What follows belongs to an exercise in optimizing a design on an open flow for small area; a production flow would make more cautious choices. At most, simulation tests tie the RTL to the original design; equivalence was not proved. No activity file was given, so power comes from the tool's default toggle rates.

// exe_top
module exe_top (
  input  logic                     clk,
  input  logic                     reset_n,
  input  logic [32-1:0]         dec_pc_i,
  input  logic                     dec_rd_v_i,
  input  logic [5-1:0]      dec_rd_adr_i,
  input  logic [32:0]           dec_rs1_data_i,
  input  logic [32:0]           dec_rs2_data_i,
  input  logic [32-1:0]         dec_immediat_i,
  input  logic [2:0]               dec_access_size_i,
  input  logic                     dec_unsign_extension_i,
  input  logic [NB_UNIT-1:0]       dec_unit_i,
  input  logic [NB_OPERATION-1:0]  dec_operation_i,
  input  logic                     pred_v_i,
  input  logic                     pred_is_taken_i,
  input  logic [32-1:0]         load_data_i,
  output logic                     mem_adr_v_o,
  output logic [32-1:0]         mem_adr_o,
  output logic                     mem_is_store_o,
  output logic [32-1:0]         mem_store_data_o,
  output logic [2:0]               mem_access_size_o,
  output logic                     exe_fwd_v_o,
  output logic [5-1:0]      exe_fwd_adr_o,
  output logic [32-1:0]         exe_fwd_data_o,
  output logic                     wbk_v_o,
  output logic [5-1:0]      wbk_adr_o,
  output logic [32-1:0]         wbk_data_o,
  output logic                     flush_v_q_o,
  output logic [32-1:0]         pc_data_q_o,
  output logic [32-1:0]         pred_fb_pc_o,
  output logic                     pred_fb_branch_instr_o,
  output logic                     pred_fb_feedback_o,
  output logic                     pred_fb_success_o,
  output logic                     pred_fb_failed_o
);
export LEC_CHECK = 0
export ABC_AREA = 1
export CAP_MARGIN = 0
export CORE_AREA = 5 5 145 145
export CTS_BUF_LIST = sky130_fd_sc_hd__clkbuf_8
export DIE_AREA = 0 0 150 150
export GPL_TIMING_DRIVEN = 0
export SETUP_SLACK_MARGIN = 0.15
export SLEW_MARGIN = 0
export TNS_END_PERCENT = 5
create_clock -name core_clock -period 8.0 [get_ports {clk}]
standard.sh (not shown) runs the stock make flow with config.mk's settings and CLKGATE_MAP_FILE= SYNTH_SCRIPT=/design/flow/synth_recipe.tcl, a recipe that flattens the netlist after the stock synthesis.
==> flow/flow/run.sh <==
#!/bin/bash
# Standard ORFS layout (the standard.sh), with the port buffers and the
# synthesis pass-through buffers made from the smallest buffer cell, and the
# buffers ABC inserts removed at floorplan (repair_design re-buffers).
bash standard.sh \
  BUFFER_PORTS_ARGS="-buffer_cell sky130_fd_sc_hd__buf_1" \
  MIN_BUF_CELL_AND_PORTS="sky130_fd_sc_hd__buf_1 A X" \
  REMOVE_ABC_BUFFERS=1 \
  finish > standard.log 2>&1
The starting point went through all stages and came out clean.
==> next run, changes <==
- CORE_AREA: 5 5 145 145 -> 5 5 135 135
- DIE_AREA: 0 0 150 150 -> 0 0 140 140
- SETUP_SLACK_MARGIN: 0.15 -> 0.2
- TNS_END_PERCENT: 5 -> default
This time the run completed and failed the layout checks on slew limit. First-iteration DRC count went up by 59%. Total power is about the same. Non-clock buffer count went up by 15. Worst hold slack is about the same.
==> next run, changes <==
- CORE_AREA: 5 5 135 135 -> 5 5 145 145
- DIE_AREA: 0 0 140 140 -> 0 0 150 150
What happened:
- The new run went through all stages and came out clean
- clock-buffer cell count went down by 1
- combinational power barely changes
- synthesized area stays the same
- final cell count climbs slightly
- clock power came out higher by roughly a tenth
- die area grows by about a fifth
- sequential share of layout area climbs by 0.11 points
- maximum frequency stays flat
- sequential power hardly moves
- global-route usage came out lower by 5.3 points

* * *

Another version of the RTL of exe_top (not shown whole).
Size in the first run: about 1600 cells after synthesis, about 410 I/O pins, roughly 0.012 mm2 of cells after synthesis.
## exe_top
module exe_top (
  input  logic                     clk,
  input  logic                     reset_n,
  input  logic [32-1:0]         dec_pc_i,
  input  logic                     dec_rd_v_i,
  input  logic [5-1:0]      dec_rd_adr_i,
  input  logic [32:0]           dec_rs1_data_i,
  input  logic [32:0]           dec_rs2_data_i,
  input  logic [32-1:0]         dec_immediat_i,
  input  logic [2:0]               dec_access_size_i,
  input  logic                     dec_unsign_extension_i,
  input  logic [NB_UNIT-1:0]       dec_unit_i,
  input  logic [NB_OPERATION-1:0]  dec_operation_i,
  input  logic                     pred_v_i,
  input  logic                     pred_is_taken_i,
  input  logic [32-1:0]         load_data_i,
  output logic                     mem_adr_v_o,
  output logic [32-1:0]         mem_adr_o,
  output logic                     mem_is_store_o,
  output logic [32-1:0]         mem_store_data_o,
  output logic [2:0]               mem_access_size_o,
  output logic                     exe_fwd_v_o,
  output logic [5-1:0]      exe_fwd_adr_o,
  output logic [32-1:0]         exe_fwd_data_o,
  output logic                     wbk_v_o,
  output logic [5-1:0]      wbk_adr_o,
  output logic [32-1:0]         wbk_data_o,
  output logic                     flush_v_q_o,
  output logic [32-1:0]         pc_data_q_o,
  output logic [32-1:0]         pred_fb_pc_o,
  output logic                     pred_fb_branch_instr_o,
  ...
export LEC_CHECK = 0
export CAP_MARGIN = 20
export CORE_AREA = 5 5 245 245
export DIE_AREA = 0 0 250 250
export SLEW_MARGIN = 20
create_clock -name core_clock -period 8.0 [get_ports {clk}]
==> flow/flow/run.sh <==
#!/bin/bash
bash standard.sh BUFFER_PORTS_ARGS="-buffer_cell sky130_fd_sc_hd__buf_1" SYNTH_INSBUF=0 finish > standard.log 2>&1
The first run finished clean.
Edit:
==> flow/flow/run.sh (replaced) <==
#!/bin/bash
bash standard.sh BUFFER_PORTS_ARGS="-buffer_cell sky130_fd_sc_hd__buf_1" finish > standard.log 2>&1
Result:
- The changed run passed the timing, design-rule and antenna checks
- global-route usage goes down by 0.33 points
- maximum frequency climbs by 0.83%
- worst setup slack gets better by 0.063 ns
- clock power falls by about 4.3%
- wire length fell by about 1.1%
- sequential share of layout area barely changes
- synthesized cell count went up by 2.4%
- cell count hardly moves
- first-iteration DRC count came out lower by about 3.6%
Function was not checked in any run of this note: the RTL went through the layout flow alone.

[separate check: timing with driven ports]
The flow's constraints put no driver on any port. The routed layouts listed below were extracted and timed again, unchanged, in two steps. Step 1: set_driving_cell puts a clkbuf_16 on clk and a buf_2 on each other input, an assumption about the parent block. Step 2 adds t to the input delays and takes it off the output delays; t is the mean of the earliest and latest rising clock arrival at the registers after step 1. Input paths then give back, and output paths get back, about the clock's delay inside the block. Three values: no drivers, after step 1, after step 2; two values: the first two.
| run | shift t [ns] | setup WS [ns] | latest minus earliest clock arrival (ns) | pins driven straight from the clock port |
|---|---|---|---|---|
| the first run of note 1 | 0.429 | 0.315 / 0.291 / 0.291 | 0.018 / 0.018 | 1 |
| the second run of note 1 | 0.416 | 0.349 / 0.303 / 0.303 | 0.015 / 0.015 | 1 |
| the third run of note 1 | 0.429 | 0.336 / 0.314 / 0.314 | 0.016 / 0.016 | 1 |
| the first run of note 2 | 0.424 | 0.339 / 0.299 / 0.254 | 0.017 / 0.016 | 1 |
| the second run of note 2 | 0.417 | 0.401 / 0.374 / 0.374 | 0.018 / 0.018 | 1 |
The setup slack of the first run of note 2, which loses most, moves by -0.040 ns with the drivers and by -0.085 ns with both steps.
